What follows belongs to an exercise in optimizing a design on an open flow for small area, a short achievable clock period and few clock cycles per item; a production flow would make more cautious choices.
RTL that was checked went through simulation tests only; none was proved equivalent to the original.
No functional check of the RTL was part of runs 1 and 2.
Power is estimated from default activity; no workload was simulated.

$ cat flow/design.v
`timescale 1ns / 1ps
`default_nettype none
package rbv_pkg;
  localparam logic [31:0] CRC_POLY  = 32'h82F6_3B78;
  localparam logic [31:0] CRC_INIT  = 32'hFFFF_FFFF;
  localparam logic [2:0] ST_OK      = 3'd0;
  localparam logic [2:0] ST_TRUNC   = 3'd1;
  localparam logic [2:0] ST_NEG_LEN = 3'd2;
  localparam logic [2:0] ST_BAD_LEN = 3'd3;
  localparam logic [2:0] ST_CRC     = 3'd4;
  function automatic logic [31:0] crc32c_byte(input logic [31:0] crc, input logic [7:0] b);
    logic [31:0] c;
    c = crc ^ {24'h0, b};
    for (int k = 0; k < 8; k++) begin
      c = c[0] ? ((c >> 1) ^ CRC_POLY) : (c >> 1);
    end
    crc32c_byte = c;
  endfunction
  function automatic logic [8:0] add8_ks(input logic [7:0] a, input logic [7:0] b, input logic ci);
    logic [8:0] g;
    logic [8:0] p;
    g = {a & b, ci};
    p = {a ^ b, 1'b0};
    for (int d = 1; d < 9; d = d * 2) begin
      for (int i = 8; i >= d; i--) begin
        g[i] = g[i] | (p[i] & g[i - d]);
        p[i] = p[i] & p[i - d];
      end
    end
    add8_ks = {g[8], (a ^ b) ^ g[7:0]};
  endfunction
  function automatic logic [31:0] inc32_pp(input logic [31:0] x);
    logic [31:0] c;
    c = {x[30:0], 1'b1};
    for (int d = 1; d < 32; d = d * 2) begin
      for (int i = 31; i >= d + 1; i--) begin
        c[i] = c[i] & c[i - d];
      end
    end
    inc32_pp = x ^ c;
  endfunction
endpackage
`default_nettype wire
`timescale 1ns / 1ps
`default_nettype none
module record_batch_validator
(
  input  logic               clk,
  input  logic               rst,
  input  logic               in_valid,
  output logic               in_ready,
  input  logic [7:0]         data_byte,
  input  logic               end_of_span,
  input  logic               cfg_write,
  input  logic               cfg_data,
  output logic               out_valid,
  input  logic               out_ready,
  output logic               kind,
  output logic [7:0]         payload_byte,
  output logic [2:0]         status,
  output logic signed [63:0] batch_base,
  output logic [15:0]        attributes,
  output logic signed [63:0] writer_id,
  output logic signed [15:0] writer_epoch,
  output logic signed [31:0] first_seq,
  output logic signed [31:0] rec_count,
  output logic [31:0]        batch_size,
  output logic signed [63:0] final_offset,
  output logic               is_last
);
  logic       rv;          
  logic [7:0] rb;
  logic       re;
  logic       sv;          
  logic [7:0] sb;
  logic       se;
  logic       consume;     
  assign in_ready = !sv;
  assign rv = sv || in_valid;
  assign rb = sv ? sb : data_byte;
  assign re = sv ? se : end_of_span;
  always_ff @(posedge clk) begin
    if (rst) begin
      sv <= 1'b0;
    end else if (sv) begin
      if (consume) sv <= 1'b0;
    end else if (in_valid && !consume) begin
      sv <= 1'b1;
    end
  end
  always_ff @(posedge clk) begin
    if (!sv) begin
      sb <= data_byte;
      se <= end_of_span;
    end
  end
  logic [31:0] cnt;        
  logic        pay;        
  logic        vdone;      
  logic        peek_mode;
  logic [63:0] bb_n;
  logic [31:0] tot_n;      
  logic        tcarry;
  logic        neg;        
  logic [31:0] hcrc_n;
  logic [15:0] attr_n;
  logic [63:0] wid_n;
  logic [15:0] ep_n;
  logic [31:0] seq_n;
  logic [31:0] rc_n;
  logic [31:0] crc;
  logic [63:0] fo_n;
  logic        ov;
  logic        okind;
  logic [2:0]  ost;
  logic        h_bb, h_attr, h_wid, h_ep, h_seq, h_rc, h_fol, h_foh, h_tot;
  logic [7:0]  pr;         
  logic [7:0]  pr2;        
  logic        vpend;      
  logic        vchk;       
  logic [2:0]  vst;        
  logic        fbusy;      
  logic [5:0]  cl;         
  logic        hdr;        
  logic        outfree;    
  logic        payfree;    
  logic        p0;
  logic        hdr2;
  logic        act;
  logic        crcok;
  logic        is_last_pl;
  logic        at35;
  assign cl       = cnt[5:0];
  assign outfree  = !vpend && (!ov || out_ready);
  assign hdr2     = !pay && (cl >= 6'd3);
  assign payfree  = !ov || okind || out_ready;
  assign p0       = !pay && (cl == 6'd1);
  assign consume  = rv && (vdone || hdr2 || outfree || (p0 && !re && payfree));
  assign act      = consume && !vdone;
  assign hdr      = !pay && !vdone;
  assign at35     = !pay && (cl == 6'd36);
  assign crcok    = (crc == hcrc_n);
  assign is_last_pl = (cnt == ~tot_n);
  logic [7:0] tsum;
  logic       tco;
  assign {tco, tsum} = rbv_pkg::add8_ks((cl == 6'd12) ? {1'b0, rb[6:0]} : rb,
                                        (cl == 6'd9) ? 8'd12 : 8'd0,
                                        (cl != 6'd9) && tcarry);
  always_ff @(posedge clk) begin
    if (rst) begin
      cnt   <= 32'd1;
      pay   <= 1'b0;
      vdone <= 1'b0;
    end else if (consume) begin
      if (re) begin
        cnt   <= 32'd1;
        pay   <= 1'b0;
        vdone <= 1'b0;
      end else if (!vdone) begin
        cnt <= rbv_pkg::inc32_pp(cnt);
        if (at35) begin
          pay   <= 1'b1;
          vdone <= neg || (~tot_n < 32'd36) || peek_mode || (~tot_n == 32'd36);
        end else if (pay) begin
          vdone <= is_last_pl;
        end
      end
    end
  end
  logic hw;
  assign hw = rv && !vdone && hdr2;
  always_ff @(posedge clk) begin
    if (hw) begin
      case (cl)
        6'd3:  bb_n[23:0] <= ~{rb, pr, pr2};
        6'd4:  bb_n[31:24] <= ~rb;
        6'd5:  bb_n[39:32] <= ~rb;
        6'd6:  bb_n[47:40] <= ~rb;
        6'd7:  bb_n[55:48] <= ~rb;
        6'd8:  bb_n[63:56] <= ~rb;
        6'd9:  begin tot_n[7:0] <= ~tsum; tcarry <= tco; end
        6'd10: begin tot_n[15:8] <= ~tsum; tcarry <= tco; end
        6'd11: begin tot_n[23:16] <= ~tsum; tcarry <= tco; end
        6'd12: begin tot_n[31:24] <= ~tsum; neg <= rb[7]; end
        6'd13: hcrc_n[7:0] <= ~rb;
        6'd14: hcrc_n[15:8] <= ~rb;
        6'd15: hcrc_n[23:16] <= ~rb;
        6'd16: hcrc_n[31:24] <= ~rb;
        6'd17: attr_n[7:0] <= ~rb;
        6'd18: attr_n[15:8] <= ~rb;
        6'd19: wid_n[7:0] <= ~rb;
        6'd20: wid_n[15:8] <= ~rb;
        6'd21: wid_n[23:16] <= ~rb;
        6'd22: wid_n[31:24] <= ~rb;
        6'd23: wid_n[39:32] <= ~rb;
        6'd24: wid_n[47:40] <= ~rb;
        6'd25: wid_n[55:48] <= ~rb;
        6'd26: wid_n[63:56] <= ~rb;
        6'd27: ep_n[7:0] <= ~rb;
        6'd28: ep_n[15:8] <= ~rb;
        6'd29: seq_n[7:0] <= ~rb;
        6'd30: seq_n[15:8] <= ~rb;
        6'd31: seq_n[23:16] <= ~rb;
        6'd32: seq_n[31:24] <= ~rb;
        6'd33: rc_n[7:0] <= ~rb;
        6'd34: rc_n[15:8] <= ~rb;
        6'd35: rc_n[23:16] <= ~rb;
        6'd36: rc_n[31:24] <= ~rb;
        default: ;
      endcase
    end
  end
  always_ff @(posedge clk) begin
    if (act) begin
      if (!pay && cl <= 6'd16) crc <= rbv_pkg::CRC_INIT;
      else                     crc <= rbv_pkg::crc32c_byte(crc, rb);
    end
  end
  logic [2:0] fsq;         
  logic       fcar;        
  logic       fbw;         
  logic       f_shift;
  logic       f_add;
  logic [7:0] f_addend;
  logic [7:0] f_lane0;
  logic [8:0] f_sum;
  logic [7:0] f_dec;
  assign f_shift  = hw && (cl >= 6'd3) && (cl <= 6'd10);
  assign f_add    = (hw && (cl >= 6'd33) && (cl <= 6'd36)) || (fsq != 3'd0);
  assign f_addend = (fsq != 3'd0) ? {8{!rc_n[31]}} : rb;
  assign f_lane0  = ~fo_n[7:0];
  assign f_sum    = rbv_pkg::add8_ks(f_lane0, f_addend, fcar);
  assign f_dec    = pr2 - {7'd0, fbw};
  assign fbusy    = (fsq != 3'd0) && (fsq != 3'd4);
  always_ff @(posedge clk) begin
    if (f_shift || f_add) begin
      fo_n <= {f_shift ? ~f_dec : ~f_sum[7:0], fo_n[63:8]};
    end
    if (act && p0) begin
      fbw <= 1'b1;
    end else if (f_shift) begin
      fbw <= fbw && (pr2 == 8'd0);
    end
    if (hw && cl == 6'd3) begin
      fcar <= 1'b0;
    end else if (f_add) begin
      fcar <= f_sum[8];
    end
  end
  always_ff @(posedge clk) begin
    if (rst) begin
      fsq <= 3'd0;
    end else if (act && at35) begin
      fsq <= 3'd1;
    end else if (fsq == 3'd4) begin
      fsq <= 3'd0;
    end else if (fsq != 3'd0) begin
      fsq <= fsq + 3'd1;
    end
  end
  always_ff @(posedge clk) begin
    if (rst) begin
      peek_mode <= 1'b0;
    end else if (cfg_write) begin
      peek_mode <= cfg_data;
    end
  end
  always_ff @(posedge clk) begin
    if (act) begin
      pr  <= rb;
      pr2 <= pr;
    end
  end
  logic       ov_d;
  logic       okind_d;
  logic [2:0] ost_d;
  logic       ohide_d;
  assign ohide_d = !okind_d || (ost_d == rbv_pkg::ST_TRUNC);
  always_comb begin
    ov_d    = ov;
    okind_d = okind;
    ost_d   = ost;
    if (act && !pay && cl < 6'd36 && re) begin
      ov_d    = 1'b1;
      okind_d = 1'b1;
      ost_d   = rbv_pkg::ST_TRUNC;
    end else if (act && pay) begin
      ov_d    = 1'b1;
      okind_d = 1'b0;
      ost_d   = rbv_pkg::ST_OK;
    end else if (vpend && (!ov || out_ready) && !fbusy) begin
      ov_d    = 1'b1;
      okind_d = 1'b1;
      ost_d   = vchk ? (crcok ? rbv_pkg::ST_OK : rbv_pkg::ST_CRC) : vst;
    end else if (ov && out_ready) begin
      ov_d    = 1'b0;
    end
  end
  always_ff @(posedge clk) begin
    okind  <= okind_d;
    ost    <= ost_d;
    h_bb   <= ohide_d || (hw && cl >= 6'd3  && cl <= 6'd8);
    h_tot  <= ohide_d || (hw && cl >= 6'd9  && cl <= 6'd12) || (ost_d == rbv_pkg::ST_NEG_LEN);
    h_attr <= ohide_d || (hw && cl >= 6'd17 && cl <= 6'd18);
    h_wid  <= ohide_d || (hw && cl >= 6'd19 && cl <= 6'd26);
    h_ep   <= ohide_d || (hw && cl >= 6'd27 && cl <= 6'd28);
    h_seq  <= ohide_d || (hw && cl >= 6'd29 && cl <= 6'd32);
    h_rc   <= ohide_d || (hw && cl >= 6'd33 && cl <= 6'd36);
    h_fol  <= ohide_d || (hw && cl >= 6'd3  && cl <= 6'd6);
    h_foh  <= ohide_d || (hw && cl >= 6'd7  && cl <= 6'd10);
  end
  always_ff @(posedge clk) begin
    if (rst) begin
      ov    <= 1'b0;
      vpend <= 1'b0;
    end else begin
      ov <= ov_d;
      if (act && pay) begin
        if (is_last_pl) begin
          vpend <= 1'b1;
          vchk  <= 1'b1;
          vst   <= rbv_pkg::ST_OK;
        end else if (re) begin
          vpend <= 1'b1;
          vchk  <= 1'b0;
          vst   <= rbv_pkg::ST_BAD_LEN;
        end
      end else if (!(act && !pay && cl < 6'd36 && re) && vpend && (!ov || out_ready) && !fbusy) begin
        vpend <= 1'b0;
      end
      if (vpend && vchk) begin
        vchk <= 1'b0;
        vst  <= crcok ? rbv_pkg::ST_OK : rbv_pkg::ST_CRC;
      end
      if (act && at35) begin
        if (neg) begin
          vpend <= 1'b1; vchk <= 1'b0; vst <= rbv_pkg::ST_NEG_LEN;
        end else if (~tot_n < 32'd36) begin
          vpend <= 1'b1; vchk <= 1'b0; vst <= rbv_pkg::ST_BAD_LEN;
        end else if (peek_mode) begin
          vpend <= 1'b1; vchk <= 1'b0; vst <= rbv_pkg::ST_OK;
        end else if (~tot_n == 32'd36) begin
          vpend <= 1'b1; vchk <= 1'b1; vst <= rbv_pkg::ST_OK;
        end else if (re) begin
          vpend <= 1'b1; vchk <= 1'b0; vst <= rbv_pkg::ST_BAD_LEN;
        end
      end
    end
  end
  assign out_valid    = ov;
  assign kind         = okind;
  assign is_last      = okind;
  assign status       = ost;
  assign payload_byte = pr & {8{!okind}};
  assign batch_base   = ~(bb_n | {64{h_bb}});
  assign attributes   = ~(attr_n | {16{h_attr}});
  assign writer_id    = ~(wid_n | {64{h_wid}});
  assign writer_epoch = ~(ep_n | {16{h_ep}});
  assign first_seq    = ~(seq_n | {32{h_seq}});
  assign rec_count    = ~(rc_n | {32{h_rc}});
  assign batch_size   = ~(tot_n | {32{h_tot}});
  assign final_offset = ~(fo_n | {{32{h_foh}}, {32{h_fol}}});
endmodule
`default_nettype wire
$ cat flow/flow/run.sh
#!/bin/bash
# Standard layout, except that the port buffers are the small sky130 buffer
# instead of the delay buffer buffer_ports picks by default.
set -uo pipefail
bash standard.sh synth > synth.log 2>&1 || exit 1
export BUFFER_PORTS_ARGS="-buffer_cell sky130_fd_sc_hd__buf_1"
bash standard.sh > layout.log 2>&1
$ cat flow/standard.sh
#!/bin/bash
# synth_recipe.tcl (not shown) runs the flow's synth.tcl, then flattens the netlist and writes it again
# the make line also repeats each setting of config.mk as NAME=value (left out here)
make -C /OpenROAD-flow-scripts/flow DESIGN_CONFIG=/design/flow/config.mk WORK_HOME=/design/flow/orfs CLKGATE_MAP_FILE= SYNTH_SCRIPT=/design/flow/synth_recipe.tcl "${@:-finish}"
$ cat flow/config.mk
export PLATFORM = sky130hd
export DESIGN_NAME = record_batch_validator
export DESIGN_NICKNAME = record_batch_validator
export VERILOG_FILES = /design/flow/design.v
export SDC_FILE = /design/flow/constraint.sdc
export NUM_CORES = 4
export LEC_CHECK = 0
export ABC_CLOCK_PERIOD_IN_PS = 2800
export CAP_MARGIN = 20
export CORE_MARGIN = 2
export CORE_UTILIZATION = 60
export CTS_CLUSTER_DIAMETER = 60
export CTS_CLUSTER_SIZE = 24
export PLACE_DENSITY = 0.75
export SETUP_SLACK_MARGIN = 4.0
export SLEW_MARGIN = 20
$ cat flow/constraint.sdc
create_clock -name core_clock -period 7.0 [get_ports {clk}]
set_input_delay 1.4000 -clock core_clock [delete_from_list [all_inputs] [get_ports {clk}]]
set_output_delay 1.4000 -clock core_clock [all_outputs]
set_load 0.01 [all_outputs]
==> impl_metrics.yaml, run 1 <==
worst_setup_path:
  cp-startpoint: "data_byte[1]"
  cpMostUsedCell: "xnor2_4"
  crit_family: "XOR/XNOR gates"
  endpoint: "crc[22]$_SDFFCE_PP1N_"
  cp_num_buf_inv: 4
  reg2reg_to: "crc[22]$_SDFFCE_PP1N_"
  cp.required_ns: 7.24
  critical-path-max-stage-delay_ns: 0.23
  critical_path.cell_chain: "buf_6 -> mux2i_4 -> buf_6 -> xnor2_4 -> buf_12 -> xnor2_4 -> xnor2_4 -> xor2_4 -> buf_12 -> xor2_4 -> xnor2_2 -> nand2_1"
  r2r_setup_slack_ns: 3.98
  worstSetupPathType: "in -> reg"
  critPathMaxFanout: 3
  crit_cells: 12
  end_kind: "register"
  timing.rr.start: "sv$_SDFF_PP0_"
  cp_data_arrival_time_ns: 3.30
  cp_slowest_cell: "xor2_4"
  reg2reg_depth: 12
  start_kind: "primary input"
floorplan:
  core-area_sq_um: 32400
  die_h_um: 185
  die_w_um: 185
  initial_core_util_pct: 60.5
  num_io_pins: 350
  dieArea_sq_um: 34100
  rows: 66
layout:
  n_fill_cell: 2086
  layout.nets: 1998
  area_growth_pct: 23.8
  final_common_cell: "edfxtp_1"
  drive_above_1_share_pct: 14.2
  final_cell_mix: "edfxtp_1 (406), nor2_1 (400), buf_1 (345)"
timing:
  fin_hold_ws_ns: 0.452
  worst_slew_pin_slew_ns: 1.19
  fin_skew_ns: 0.0210
  setup_viol: 0
  rsz0062_at_grt: "yes"
  finalHoldViolCount: 0
  slew_viol_final: 0
  max_freq_mhz: 327
  tns_ns: 0
  fin_crit_sh_pct: 43.7
  min_period_ns: 3.06
  max_slew_margin_pct: 20.6
yosys:
  synth_area_per_cell_sq_um: 12.7
  syn-instance-count: 1541
  synth_mux_area_share_pct: 0.978
  syn-cell-area_sq_um: 19600
  ys_async_sr_fraction_pct: 0
  synth_fa_ha_area_share_pct: 1.44
  syn_nets: 1578
  ys_warn_count: 1
  synth_seq_cells: 471
  synth_edf_count: 406
  seq_area_frac_synth_pct: 68.9
  synth_ff_type: "edfxtp_1"
  synth_xor_area_share_pct: 9.68
  synth_compound_area_share_pct: 3.00
  synth-simple-area-share_pct: 13.6
  synth_top_family_by_area: "simple AND/OR/NAND/NOR gates"
  synth_cell_types: 56
global_route:
  antenna_found_initial: 1
  track_usage_pct: 30.1
  grt_pass1_vias: 12531
  grt_pass1_wl_mm: 75.5
  grt_start_max_net_pins: 65
  gr-total-overflow: 0
cts:
  root_buffer: "clkbuf_16"
  cts-buffers-inserted: 34
  path_clk_slew_ns: 0.09
  clockBufferDepth: 3
  cts.sinks: 471
  clock_latency_ns: 0.54
  cts_tree: "yes"
  cts_htree_levels: 2
routing:
  drc: 0
  wl_per_cell_um: 22.5
  ant_nets: 0
  firstDrtPassIters: 5
  routed_wl_mm: 54.6
  vias: 13705
  vias_per_cell: 5.64
  drtIter0Drc: 1668
run_status:
  status: "no timing/DRC/antenna violations"
place:
  place.gp.congestion: 0.943
  detailed_place_hpwl_mm: 35.4
  numPortBuffers: 349
pwr:
  vdd_drop_max_mv: 0.253
  leakagePower_uw: 0.00818
  power_density_nw_per_um2: 261
worst_hold_path:
  hold_class: "reg -> reg"
flow_run:
  cap_violations: 0
## Yosys cell counts, types with 3 or more instances
master / count / area, sq um
clkbuf_1: 58 / 218
a21oi_1: 37 / 185
nor2b_1: 11 / 68.8
nand3_1: 20 / 100
and4_1: 4 / 35.0
xor2_1: 92 / 806
mux2i_1: 6 / 60.1
or3_1: 4 / 25.0
ha_1: 21 / 263
and2_1: 8 / 50.1
nand2_1: 82 / 308
nor3_1: 18 / 90.1
nor4_1: 22 / 138
nand4_1: 22 / 138
inv_1: 54 / 203
edfxtp_1: 406 / 12200
a31oi_1: 6 / 37.5
mux2i_2: 3 / 41.3
nand2b_1: 4 / 25.0
xnor2_1: 82 / 718
xor2_2: 5 / 81.3
and3_1: 14 / 87.6
dfxtp_1: 65 / 1300
mux2i_4: 4 / 90.1
xnor2_2: 6 / 97.6
xnor2_4: 7 / 193
nor2_1: 416 / 1560
o21ai_0: 16 / 80.1
a21o_1: 6 / 45.0
o21ai_1: 5 / 25.0
o31ai_1: 5 / 37.5
## power breakdown
part	internal [uW]	total, uW	switching [uW]
registers	3260	3350	90.4
logic	368	846	478
clock network	1080	2130	1050
## area by class of cell
| type | instances | area [sq um] | share of cell area (%) |
|---|---|---|---|
| Antenna cell | 1 | 2.50 | 0.0103 |
| Clock buffer | 36 | 880 | 3.63 |
| Clock inverter | 25 | 319 | 1.32 |
| Inverter | 56 | 236 | 0.976 |
| Multi-Input combinational cell | 953 | 6310 | 26.0 |
| Sequential cell | 471 | 13500 | 55.8 |
| Tap cell | 442 | 553 | 2.28 |
| Timing Repair Buffer | 443 | 2380 | 9.83 |
| Timing Repair inverter | 2 | 17.5 | 0.0723 |
## timing repair
| action | 4_1_cts | 5_1_grt |
|---|---|---|
| setup endpoints to repair | 658 | 283 |
| gates cloned | 5 | 4 |
| hold buffers | 0 | 0 |
| pin swaps | 15 | 36 |
| resized for setup | 71 | 49 |
| buffers inserted | 35 | 38 |
## layer usage
metal,track usage [%],part of all wire (%),up-vias
met1,39.8,39,6686
met5,0,0,-
met4,9.97,3.7,0
li1,-,-,6138
met2,50.7,49,768
met3,5.33,8.8,113
## worst register-to-register path, stage by stage, from the launching register on
cell	delay, ns
dfxtp_2	0.56
buf_6	0.26
mux2i_4	0.33
buf_6	0.16
xnor2_4	0.09
buf_12	0.14
xnor2_4	0.19
xnor2_4	0.18
xor2_4	0.24
buf_12	0.14
xor2_4	0.23
xnor2_2	0.14
nand2_1	0.08
## logic make-up (layout without fill, tap and decap cells)
group           after synthesis  count (layout)
other cells                   0               1
xor+xnor                    192             192
fa+ha+maj                    22              22
buf+inv                     118             562
compound gates               94              94
simple gates                631             632
flops                       471             471
mux                          13              13
## worst min-delay path by stage
stage / start / endpoint / slack [ns] / cells past startpoint
finish: pr[1]$_DFFE_PN_ / pr2[1]$_DFFE_PN_ / 0.45 / 0
global placement: fo_n[29]$_DFFE_PP_ / fo_n[21]$_DFFE_PP_ / 0.43 / 0
CTS: pr[1]$_DFFE_PN_ / pr2[1]$_DFFE_PN_ / 0.45 / 0
floorplan: pr[0]$_DFFE_PN_ / pr2[0]$_DFFE_PN_ / 0.43 / 0
global route: pr[1]$_DFFE_PN_ / pr2[1]$_DFFE_PN_ / 0.46 / 0
detailed placement: pr[1]$_DFFE_PN_ / pr2[1]$_DFFE_PN_ / 0.43 / 0
## state kept, by name, summed over array words and instances (netlist names), 8 cells and up
signal and cells:
attr_n 16, bb_n 64, cnt 32, crc 32, ep_n 16, fo_n 64
hcrc_n 32, pr 8, pr2 8, rc_n 32, sb 8, seq_n 32
tot_n 32, wid_n 64
## per-stage QoR
step	instances	setup slack [ns]	utilization, %	total power, uW	area (sq um)
after floorplan	1541	3.39	-	3860	19900
after global placement	2285	3.02	66.9	4010	21700
after detailed placement	2285	2.91	66.9	4040	21700
after CTS	2386	3.98	72.9	6180	23600
after global routing	2429	3.84	74.8	6500	24200
final	2429	3.94	74.8	6320	24200
==> inputs of run 2 (changes only) <==
--- a/flow/design.v
+++ b/flow/design.v
@@ -77,14 +77,15 @@
   logic       consume;     
   assign in_ready = !sv;
-  assign rv = sv || in_valid;
-  assign rb = sv ? sb : data_byte;
-  assign re = sv ? se : end_of_span;
   always_ff @(posedge clk) begin
     if (rst) begin
+      rv <= 1'b0;
       sv <= 1'b0;
+    end else if (rv && !consume) begin
+      if (in_valid && !sv) sv <= 1'b1;
     end else if (sv) begin
-      if (consume) sv <= 1'b0;
-    end else if (in_valid && !consume) begin
-      sv <= 1'b1;
+      rv <= 1'b1;
+      sv <= 1'b0;
+    end else begin
+      rv <= in_valid;
     end
   end
@@ -94,4 +95,8 @@
       se <= end_of_span;
     end
+    if (!rv || consume) begin
+      rb <= sv ? sb : data_byte;
+      re <= sv ? se : end_of_span;
+    end
   end
   logic [31:0] cnt;        
@@ -114,5 +119,6 @@
   logic        okind;
   logic [2:0]  ost;
-  logic        h_bb, h_attr, h_wid, h_ep, h_seq, h_rc, h_fol, h_foh, h_tot;
+  logic        h_bbl, h_bbh, h_attr, h_widl, h_widh, h_ep, h_seq, h_rc, h_fol, h_foh, h_tot;
+  logic        ps;         
   logic [7:0]  pr;         
   logic [7:0]  pr2;        
@@ -300,8 +306,11 @@
     okind  <= okind_d;
     ost    <= ost_d;
-    h_bb   <= ohide_d || (hw && cl >= 6'd3  && cl <= 6'd8);
+    h_bbl  <= ohide_d || (hw && cl >= 6'd3  && cl <= 6'd4);
+    h_bbh  <= ohide_d || (hw && cl >= 6'd5  && cl <= 6'd8);
     h_tot  <= ohide_d || (hw && cl >= 6'd9  && cl <= 6'd12) || (ost_d == rbv_pkg::ST_NEG_LEN);
     h_attr <= ohide_d || (hw && cl >= 6'd17 && cl <= 6'd18);
-    h_wid  <= ohide_d || (hw && cl >= 6'd19 && cl <= 6'd26);
+    h_widl <= ohide_d || (hw && cl >= 6'd19 && cl <= 6'd22);
+    h_widh <= ohide_d || (hw && cl >= 6'd23 && cl <= 6'd26);
+    ps     <= ov_d && !okind_d;
     h_ep   <= ohide_d || (hw && cl >= 6'd27 && cl <= 6'd28);
     h_seq  <= ohide_d || (hw && cl >= 6'd29 && cl <= 6'd32);
@@ -352,8 +361,8 @@
   assign is_last      = okind;
   assign status       = ost;
-  assign payload_byte = pr & {8{!okind}};
-  assign batch_base   = ~(bb_n | {64{h_bb}});
+  assign payload_byte = pr & {8{ps}};
+  assign batch_base   = ~(bb_n | {{32{h_bbh}}, {32{h_bbl}}});
   assign attributes   = ~(attr_n | {16{h_attr}});
-  assign writer_id    = ~(wid_n | {64{h_wid}});
+  assign writer_id    = ~(wid_n | {{32{h_widh}}, {32{h_widl}}});
   assign writer_epoch = ~(ep_n | {16{h_ep}});
   assign first_seq    = ~(seq_n | {32{h_seq}});
--- a/flow/config.mk
+++ b/flow/config.mk
@@ -13,4 +13,4 @@
 export CTS_CLUSTER_SIZE = 24
 export PLACE_DENSITY = 0.75
-export SETUP_SLACK_MARGIN = 4.0
+export SETUP_SLACK_MARGIN = 4.1
 export SLEW_MARGIN = 20
==> impl_metrics.yaml, run 2 <==
cts:
  cts_hold_buf: 0
  cts_tree: "yes"
  clockBufferDepth: 3
  cts_htree_levels: 2
  cts.sinks: 484
  root_buffer: "clkbuf_16"
  cts-buffers-inserted: 35
  clock_latency_ns: 0.54
  path_clk_slew_ns: 0.08
timing:
  fin_crit_sh_pct: 40.4
  max_slew_margin_pct: 29.7
  slew_viol_final: 0
  min_period_ns: 2.83
  worst_slew_pin_slew_ns: 1.05
  finalHoldViolCount: 0
  fin_skew_ns: 0.0199
  setup_viol: 0
  tns_ns: 0
  max_freq_mhz: 354
  rsz0062_at_grt: "yes"
  fin_hold_ws_ns: 0.453
routing:
  routed_wl_mm: 52.2
  drtIter0Drc: 1612
  ant_nets: 0
  vias: 13976
  wl_per_cell_um: 21.4
  firstDrtPassIters: 5
  vias_per_cell: 5.74
  drc: 0
layout:
  fin_area_sq_um: 23500
  layout.nets: 1998
  stdcell_count: 2436
  top_regs: "bb_n: 64 flops, fo_n: 64 flops, wid_n: 64 flops"
  drive_above_1_share_pct: 8.15
  antenna_cells: 0
  area_growth_pct: 16.1
  final_cell_mix: "edfxtp_1 (415), nor2_1 (394), buf_1 (349)"
  final_common_cell: "edfxtp_1"
worst_setup_path:
  reg2reg_to: "hcrc_n[26]$_DFFE_PP_"
  cp.required_ns: 7.15
  start_kind: "register"
  critPathMaxFanout: 9
  r2r_setup_slack_ns: 4.17
  cp_data_arrival_time_ns: 2.97
  cp-startpoint: "rv$_SDFFE_PP0N_"
  end_kind: "register"
  timing.rr.start: "rv$_SDFFE_PP0N_"
  endpoint: "hcrc_n[26]$_DFFE_PP_"
  reg2reg_depth: 3
  worstSetupPathType: "reg -> reg"
place:
  place_area_sq_um: 22000
  place_inst: 2363
  numPortBuffers: 349
  place.gp.congestion: 0.919
  detailed_place_hpwl_mm: 35.5
pwr:
  leakagePower_uw: 0.00762
  power_frac_seq_pct: 55.0
  p_sw_uw: 1550
  power_density_nw_per_um2: 262
  vdd_drop_max_mv: 0.188
  switching_share_pct: 25.0
  p_clk_share_pct: 34.8
  p_comb_share_pct: 10.2
  totalPowerFinal_uw: 6180
  p_int_uw: 4630
global_route:
  grt_pass1_wl_mm: 77.6
  grt_start_max_net_pins: 65
  grt_use_met2_pct: 48.5
  antenna_found_initial: 0
  track_usage_pct: 29.1
  grt_pass1_vias: 13228
  grt_util_met3_pct: 4.45
  gr-total-overflow: 0
  top_usage_layer: "met2"
  use_met1_pct: 39.3
floorplan:
  initial_core_util_pct: 60.8
  num_io_pins: 350
  rows: 67
  die_w_um: 188
  dieArea_sq_um: 35300
  core-area_sq_um: 33400
  die_h_um: 188
worst_hold_path:
  min_from: "fo_n[18]$_DFFE_PP_"
  hold_class: "reg -> reg"
yosys:
  synth_area_leader_cell: "edfxtp_1"
  synth_mux_area_share_pct: 0.802
  synth.most_common_cell: "edfxtp_1"
  ys_warn_count: 1
  synth_top_family_by_area: "simple AND/OR/NAND/NOR gates"
  seq_area_frac_synth_pct: 68.3
  synth-simple-area-share_pct: 14.1
  synth_edf_count: 415
  synth_seq_cells: 484
  synth_xor_area_share_pct: 8.71
  synth_compound_area_share_pct: 4.38
  ys_top_cells_by_count: "edfxtp_1 (415), nor2_1 (399), xnor2_1 (109), dfxtp_1 (69), nand2_1 (69)"
  synth_top_area_share_pct: 61.5
  syn_nets: 1652
  syn-instance-count: 1616
  synth_area_per_cell_sq_um: 12.5
  synth_cell_types: 69
  synth_ff_type: "edfxtp_1"
  synth_area_leaders: "edfxtp_1 (61%), nor2_1 (7.4%), dfxtp_1 (6.8%)"
  ys_async_sr_fraction_pct: 0
  syn-cell-area_sq_um: 20300
  synth_fa_ha_area_share_pct: 1.33
run_status:
  status: "no timing/DRC/antenna violations"
flow_run:
  cap_violations: 0
run 2: changes by cell type after synthesis, moves of 10 or more:
cell and delta:
xor2_1 -33, xnor2_1 +27, nor3_1 +22, o21ai_0 +20, nor2_1 -17, nand2_1 -13
mux2_2 +10
run 2: logic make-up (layout without fill, tap and decap cells):
logic type                 after synthesis  in the layout
and+or+nand+nor                        652            652
DFF                                    484            484
xor gates and xnor gates               181            181
AOI/OAI and AO/OA                      137            137
buffers and inverters                  126            498
adders and majority gates               21             21
muxes                                   15             15
run 2: power groups by stage:
| stage | sequential, uW | clock [uW] | combinational, uW |
|---|---|---|---|
| 6_report | 3390 | 2150 | 631 |
| 5_1_grt | 3410 | 2260 | 692 |
| 4_1_cts | 3400 | 2170 | 612 |
| 3_5_place_dp | 3470 | 0 | 583 |
| 3_3_place_gp | 3460 | 0 | 572 |
| 2_1_floorplan | 3430 | 0 | 442 |
run 2: what timing repair did:
action	CTS	global route
cloned	3	0
buffers inserted	5	2
pin swaps	2	4
endpoints found under the setup margin	519	157
gates resized for setup	46	14
run 2: how the worst min path moves through the flow:
stage,endpoint,cells after the start
5_1_grt,fo_n[10]$_DFFE_PP_,0
4_1_cts,fo_n[10]$_DFFE_PP_,0
3_5_place_dp,fo_n[10]$_DFFE_PP_,0
6_report,fo_n[10]$_DFFE_PP_,0
2_1_floorplan,pr[1]$_DFFE_PN_,0
3_3_place_gp,fo_n[20]$_DFFE_PP_,0
run 2: critical path, stage by stage (launching register included):
cell and delay (ns):
dfxtp_1 0.44, nor2b_1 0.65, nand3_1 0.49, nor2_1 0.86
run 2: metrics by stage:
stage	worst slack [ns]	util, %
3_5_place_dp	3.05	66.0
4_1_cts	4.09	70.3
5_1_grt	4.03	70.6
6_report	4.17	70.6
3_3_place_gp	3.11	66.0
2_1_floorplan	3.63	-
run 2: area by class of cell:
| type | instances | area [sq um] |
|---|---|---|
| Inverter | 61 | 240 |
| Multi-Input combinational cell | 1006 | 6110 |
| Sequential cell | 484 | 13900 |
| Timing Repair Buffer | 371 | 1490 |
| Clock inverter | 22 | 289 |
| Tap cell | 448 | 561 |
| Timing Repair inverter | 3 | 22.5 |
| Clock buffer | 41 | 941 |
| Fill cell | 2351 | 9820 |
run 2: layer usage:
| metal | vias up | share of wire, % | routed length (um) |
|---|---|---|---|
| met1 | 6749 | 39 | 20500 |
| li1 | 6336 | - | - |
| met3 | 132 | 8.6 | 4490 |
| met4 | 0 | 3.5 | 1850 |
| met5 | - | 0 | 0 |
| met2 | 759 | 49 | 25400 |
==> inputs of run 3 (changes only) <==
--- a/flow/design.v
+++ b/flow/design.v
@@ -17,27 +17,4 @@
     crc32c_byte = c;
   endfunction
-  function automatic logic [8:0] add8_ks(input logic [7:0] a, input logic [7:0] b, input logic ci);
-    logic [8:0] g;
-    logic [8:0] p;
-    g = {a & b, ci};
-    p = {a ^ b, 1'b0};
-    for (int d = 1; d < 9; d = d * 2) begin
-      for (int i = 8; i >= d; i--) begin
-        g[i] = g[i] | (p[i] & g[i - d]);
-        p[i] = p[i] & p[i - d];
-      end
-    end
-    add8_ks = {g[8], (a ^ b) ^ g[7:0]};
-  endfunction
-  function automatic logic [31:0] inc32_pp(input logic [31:0] x);
-    logic [31:0] c;
-    c = {x[30:0], 1'b1};
-    for (int d = 1; d < 32; d = d * 2) begin
-      for (int i = 31; i >= d + 1; i--) begin
-        c[i] = c[i] & c[i - d];
-      end
-    end
-    inc32_pp = x ^ c;
-  endfunction
 endpackage
 `default_nettype wire
@@ -119,8 +96,6 @@
   logic        okind;
   logic [2:0]  ost;
-  logic        h_bbl, h_bbh, h_attr, h_widl, h_widh, h_ep, h_seq, h_rc, h_fol, h_foh, h_tot;
-  logic        ps;         
+  logic        h_bb, h_attr, h_wid, h_ep, h_seq, h_rc, h_fol, h_foh, h_tot;
   logic [7:0]  pr;         
-  logic [7:0]  pr2;        
   logic        vpend;      
   logic        vchk;       
@@ -132,5 +107,4 @@
   logic        payfree;    
   logic        p0;
-  logic        hdr2;
   logic        act;
   logic        crcok;
@@ -139,8 +113,7 @@
   assign cl       = cnt[5:0];
   assign outfree  = !vpend && (!ov || out_ready);
-  assign hdr2     = !pay && (cl >= 6'd3);
   assign payfree  = !ov || okind || out_ready;
   assign p0       = !pay && (cl == 6'd1);
-  assign consume  = rv && (vdone || hdr2 || outfree || (p0 && !re && payfree));
+  assign consume  = rv && (vdone || outfree || (p0 && !re && payfree));
   assign act      = consume && !vdone;
   assign hdr      = !pay && !vdone;
@@ -150,7 +123,6 @@
   logic [7:0] tsum;
   logic       tco;
-  assign {tco, tsum} = rbv_pkg::add8_ks((cl == 6'd12) ? {1'b0, rb[6:0]} : rb,
-                                        (cl == 6'd9) ? 8'd12 : 8'd0,
-                                        (cl != 6'd9) && tcarry);
+  assign {tco, tsum} = {1'b0, (cl == 6'd12) ? {1'b0, rb[6:0]} : rb}
+                     + ((cl == 6'd9) ? 9'd12 : {8'd0, tcarry});
   always_ff @(posedge clk) begin
     if (rst) begin
@@ -164,5 +136,5 @@
         vdone <= 1'b0;
       end else if (!vdone) begin
-        cnt <= rbv_pkg::inc32_pp(cnt);
+        cnt <= cnt + 32'd1;
         if (at35) begin
           pay   <= 1'b1;
@@ -175,9 +147,10 @@
   end
   logic hw;
-  assign hw = rv && !vdone && hdr2;
+  assign hw = rv && !vdone && !pay && outfree;
   always_ff @(posedge clk) begin
     if (hw) begin
       case (cl)
-        6'd3:  bb_n[23:0] <= ~{rb, pr, pr2};
+        6'd2:  bb_n[15:0] <= ~{rb, pr};
+        6'd3:  bb_n[23:16] <= ~rb;
         6'd4:  bb_n[31:24] <= ~rb;
         6'd5:  bb_n[39:32] <= ~rb;
@@ -232,10 +205,10 @@
   logic [8:0] f_sum;
   logic [7:0] f_dec;
-  assign f_shift  = hw && (cl >= 6'd3) && (cl <= 6'd10);
+  assign f_shift  = hw && (cl >= 6'd2) && (cl <= 6'd9);
   assign f_add    = (hw && (cl >= 6'd33) && (cl <= 6'd36)) || (fsq != 3'd0);
   assign f_addend = (fsq != 3'd0) ? {8{!rc_n[31]}} : rb;
   assign f_lane0  = ~fo_n[7:0];
-  assign f_sum    = rbv_pkg::add8_ks(f_lane0, f_addend, fcar);
-  assign f_dec    = pr2 - {7'd0, fbw};
+  assign f_sum    = {1'b0, f_lane0} + {1'b0, f_addend} + {8'd0, fcar};
+  assign f_dec    = pr - {7'd0, fbw};
   assign fbusy    = (fsq != 3'd0) && (fsq != 3'd4);
   always_ff @(posedge clk) begin
@@ -246,7 +219,7 @@
       fbw <= 1'b1;
     end else if (f_shift) begin
-      fbw <= fbw && (pr2 == 8'd0);
+      fbw <= fbw && (pr == 8'd0);
     end
-    if (hw && cl == 6'd3) begin
+    if (hw && cl == 6'd2) begin
       fcar <= 1'b0;
     end else if (f_add) begin
@@ -273,8 +246,5 @@
   end
   always_ff @(posedge clk) begin
-    if (act) begin
-      pr  <= rb;
-      pr2 <= pr;
-    end
+    if (act) pr <= rb;
   end
   logic       ov_d;
@@ -306,16 +276,13 @@
     okind  <= okind_d;
     ost    <= ost_d;
-    h_bbl  <= ohide_d || (hw && cl >= 6'd3  && cl <= 6'd4);
-    h_bbh  <= ohide_d || (hw && cl >= 6'd5  && cl <= 6'd8);
+    h_bb   <= ohide_d || (hw && cl >= 6'd2  && cl <= 6'd8);
     h_tot  <= ohide_d || (hw && cl >= 6'd9  && cl <= 6'd12) || (ost_d == rbv_pkg::ST_NEG_LEN);
     h_attr <= ohide_d || (hw && cl >= 6'd17 && cl <= 6'd18);
-    h_widl <= ohide_d || (hw && cl >= 6'd19 && cl <= 6'd22);
-    h_widh <= ohide_d || (hw && cl >= 6'd23 && cl <= 6'd26);
-    ps     <= ov_d && !okind_d;
+    h_wid  <= ohide_d || (hw && cl >= 6'd19 && cl <= 6'd26);
     h_ep   <= ohide_d || (hw && cl >= 6'd27 && cl <= 6'd28);
     h_seq  <= ohide_d || (hw && cl >= 6'd29 && cl <= 6'd32);
     h_rc   <= ohide_d || (hw && cl >= 6'd33 && cl <= 6'd36);
-    h_fol  <= ohide_d || (hw && cl >= 6'd3  && cl <= 6'd6);
-    h_foh  <= ohide_d || (hw && cl >= 6'd7  && cl <= 6'd10);
+    h_fol  <= ohide_d || (hw && cl >= 6'd2  && cl <= 6'd5);
+    h_foh  <= ohide_d || (hw && cl >= 6'd6  && cl <= 6'd9);
   end
   always_ff @(posedge clk) begin
@@ -361,8 +328,8 @@
   assign is_last      = okind;
   assign status       = ost;
-  assign payload_byte = pr & {8{ps}};
-  assign batch_base   = ~(bb_n | {{32{h_bbh}}, {32{h_bbl}}});
+  assign payload_byte = pr & {8{!okind}};
+  assign batch_base   = ~(bb_n | {64{h_bb}});
   assign attributes   = ~(attr_n | {16{h_attr}});
-  assign writer_id    = ~(wid_n | {{32{h_widh}}, {32{h_widl}}});
+  assign writer_id    = ~(wid_n | {64{h_wid}});
   assign writer_epoch = ~(ep_n | {16{h_ep}});
   assign first_seq    = ~(seq_n | {32{h_seq}});
--- a/flow/config.mk
+++ b/flow/config.mk
@@ -10,7 +10,5 @@
 export CORE_MARGIN = 2
 export CORE_UTILIZATION = 60
-export CTS_CLUSTER_DIAMETER = 60
-export CTS_CLUSTER_SIZE = 24
 export PLACE_DENSITY = 0.75
-export SETUP_SLACK_MARGIN = 4.1
+export SETUP_SLACK_MARGIN = 4.0
 export SLEW_MARGIN = 20
==> impl_metrics.yaml, run 3 <==
run_status:
  status: "no timing/DRC/antenna violations"
place:
  detailed_place_hpwl_mm: 35.9
  dpl_worst_slack_ns: 2.69
  place.gp.congestion: 0.892
  numPortBuffers: 349
  place_inst: 2322
global_route:
  track_usage_pct: 30.1
  gr-total-overflow: 0
  grt_pass1_wl_mm: 76.6
  grt_start_max_net_pins: 65
  antenna_found_initial: 1
  grt_pass1_vias: 13141
cts:
  cts-buffers-inserted: 46
  clock_latency_ns: 0.54
  clockBufferDepth: 3
  root_buffer: "clkbuf_16"
  cts_htree_levels: 2
  cts.sinks: 473
  cts_hold_buf: 0
  path_clk_slew_ns: 0.06
  cts_tree: "yes"
layout:
  top_regs: "bb_n: 64 flops, fo_n: 64 flops, wid_n: 64 flops"
  multi_input_area_sq_um: 6120
  drive_above_1_share_pct: 10.5
  n_fill_cell: 2162
  final_cell_mix: "edfxtp_1 (407), nor2_1 (384), buf_1 (349)"
  final_common_cell: "edfxtp_1"
  area_growth_pct: 19.9
  final_core_utilization_pct: 72.9
  stdcell_count: 2432
  regArea_sq_um: 13600
  layout.nets: 1990
timing:
  fin_skew_ns: 0.0115
  fin_crit_sh_pct: 43.6
  rsz0062_at_grt: "yes"
  fin_hold_ws_ns: 0.450
  max_slew_margin_pct: 30.7
  worst_slew_pin_slew_ns: 1.04
  max_freq_mhz: 327
  setup_viol: 0
  setup_slack_ns: 3.95
  finalHoldViolCount: 0
  min_period_ns: 3.05
  tns_ns: 0
  slew_viol_final: 0
pwr:
  power_density_nw_per_um2: 272
  vdd_drop_max_mv: 0.216
  leakagePower_uw: 0.00782
worst_setup_path:
  critical_path.cell_chain: "buf_1 -> nor2b_2 -> a2111oi_4 -> buf_4 -> o21ai_4 -> clkinvlp_4 -> a32oi_1 -> nor2_1"
  critPathMaxFanout: 11
  end_kind: "register"
  start_kind: "primary input"
  crit_family: "compound AO/OA/AOI/OAI gates"
  cp.required_ns: 7.43
  r2r_setup_slack_ns: 3.98
  cp_slowest_cell: "clkinvlp_4"
  cp_num_buf_inv: 3
  cp_data_arrival_time_ns: 3.48
  worstSetupPathType: "in -> reg"
  critical-path-max-stage-delay_ns: 0.46
floorplan:
  die_w_um: 185
  initial_core_util_pct: 60.8
  dieArea_sq_um: 34400
  die_h_um: 185
  rows: 66
  num_io_pins: 350
  core-area_sq_um: 32500
yosys:
  synth_edf_count: 407
  synth_area_per_cell_sq_um: 12.4
  syn_nets: 1626
  ys_top_cells_by_count: "edfxtp_1 (407), nor2_1 (397), xnor2_1 (155), nand2_1 (81), clkbuf_1 (67)"
  synth_area_leader_cell: "edfxtp_1"
  syn-cell-area_sq_um: 19700
  ys_async_sr_fraction_pct: 0
  syn-instance-count: 1589
  synth_ff_type: "edfxtp_1"
  synth_top_area_share_pct: 61.9
  synth_area_leaders: "edfxtp_1 (62%), nor2_1 (7.5%), xnor2_1 (6.9%)"
  synth_cell_types: 59
  seq_area_frac_synth_pct: 68.6
  ys_warn_count: 1
  synth_seq_cells: 473
  synth.most_common_cell: "edfxtp_1"
routing:
  vias: 13946
  firstDrtPassIters: 6
  routed_wl_mm: 53.7
  wl_per_cell_um: 22.1
  vias_per_cell: 5.73
  ant_nets: 0
  drc: 0
  drtIter0Drc: 1569
flow_run:
  cap_violations: 0
worst_hold_path:
  hold_class: "reg -> reg"
==> run 3: final cells by class <==
type	instances	share of cell area [%]
Clock inverter	19	0.629
Inverter	54	0.883
Sequential cell	473	57.4
Multi-Input combinational cell	991	25.9
Timing Repair Buffer	384	6.87
Timing Repair inverter	3	0.0952
Tap cell	442	2.34
Clock buffer	65	5.91
Antenna cell	1	0.0106
==> run 3: path summary, 6_finish.rpt <==
| path | from | end | cells past startpoint |
|---|---|---|---|
| max | out_ready | cnt[1]$_SDFFE_PP0P_ | 8 |
| min | fo_n[41]$_DFFE_PP_ | fo_n[33]$_DFFE_PP_ | 0 |
| max reg2reg | fsq[0]$_SDFFE_PP0P_ | fo_n[62]$_DFFE_PP_ | 14 |
| min reg2reg | fo_n[41]$_DFFE_PP_ | fo_n[33]$_DFFE_PP_ | 0 |
==> run 3: repair_timing <==
item / in CTS / in global routing
gates resized for setup: 47 / 27
setup buffers: 13 / 8
cloned: 3 / 1
pin swaps: 3 / 5
endpoints found under the setup margin: 622 / 179
endpoints found under the hold margin: 0 / 0
==> run 3: per-stage QoR <==
step                power [uW]  area (sq um)
floorplan                 3770         19900
global placement          3920         21600
detailed placement        3950         21600
CTS                       6420         23500
global route              6640         23700
finish                    6440         23700
==> run 3: power by group <==
group          internal, uW  switching (uW)  leakage (uW)
clock                  1470            1020      0.000776
combinational           236             383       0.00292
sequential             3250            83.2       0.00413
total                  4950            1490       0.00782
==> run 3: routing by layer <==
metal  vias up  wire length (um)  GRT usage [%]  share of wire, %
met5         -                 0              0                 0
met4         0              2330           12.6               4.3
met3       140              4570           5.09               8.5
met2       717             26200           50.3                49
met1      6810             20500           39.1                38
li1       6279                 -              -                 -
==> run 3: cells by family (layout without fill, tap and decap cells) <==
group                    after synthesis  in the layout  share of synthesized area, %
buffers and inverters                125            525                          2.41
multiplexers                          18             18                         0.982
AO/OA/AOI/OAI                        115            115                          3.87
flip-flops                           473            473                          68.6
adder cells (fa/ha/maj)               22             22                          1.47
AND/OR/NAND/NOR                      656            656                          14.6
other                                  0              1                             0
XOR/XNOR                             180            180                          8.02
Testbench counts of run 3, summed over its fixed seeds: cycles 30,292, bytes 30,182.

## static timing again, ports no longer ideal
How much do the figures lean on ideal ports? The routed layouts below were timed once more, with nothing changed but the port constraints. Step 1 sets driving cells, clkbuf_16 on the clock port and buf_2 on the other inputs (assumed; they add their load-dependent delay and slew). Step 2 times the ports against the registers' clock, not the clock port: input delays grow and output delays shrink by t, the midpoint of the rising clock arrivals with the driver on. a / b / c = ideal ports / drivers / drivers and shift; a / b = the first two.
run	t (ns)	setup slack, ns	worst hold slack (ns)	worst data-port slew with drivers (ns)
run 1	0.583	3.941 / 3.923 / 3.339	0.452 / 0.452 / 0.452	0.10
run 2	0.583	4.174 / 4.132 / 3.618	0.453 / 0.453 / 0.453	0.06
run 3	0.593	3.946 / 3.932 / 3.338	0.450 / 0.450 / 0.450	0.09
After both steps every run listed still meets setup and hold. For run 3, which loses most, drivers alone change the setup slack by -0.014 ns; drivers and shift together by -0.608 ns.
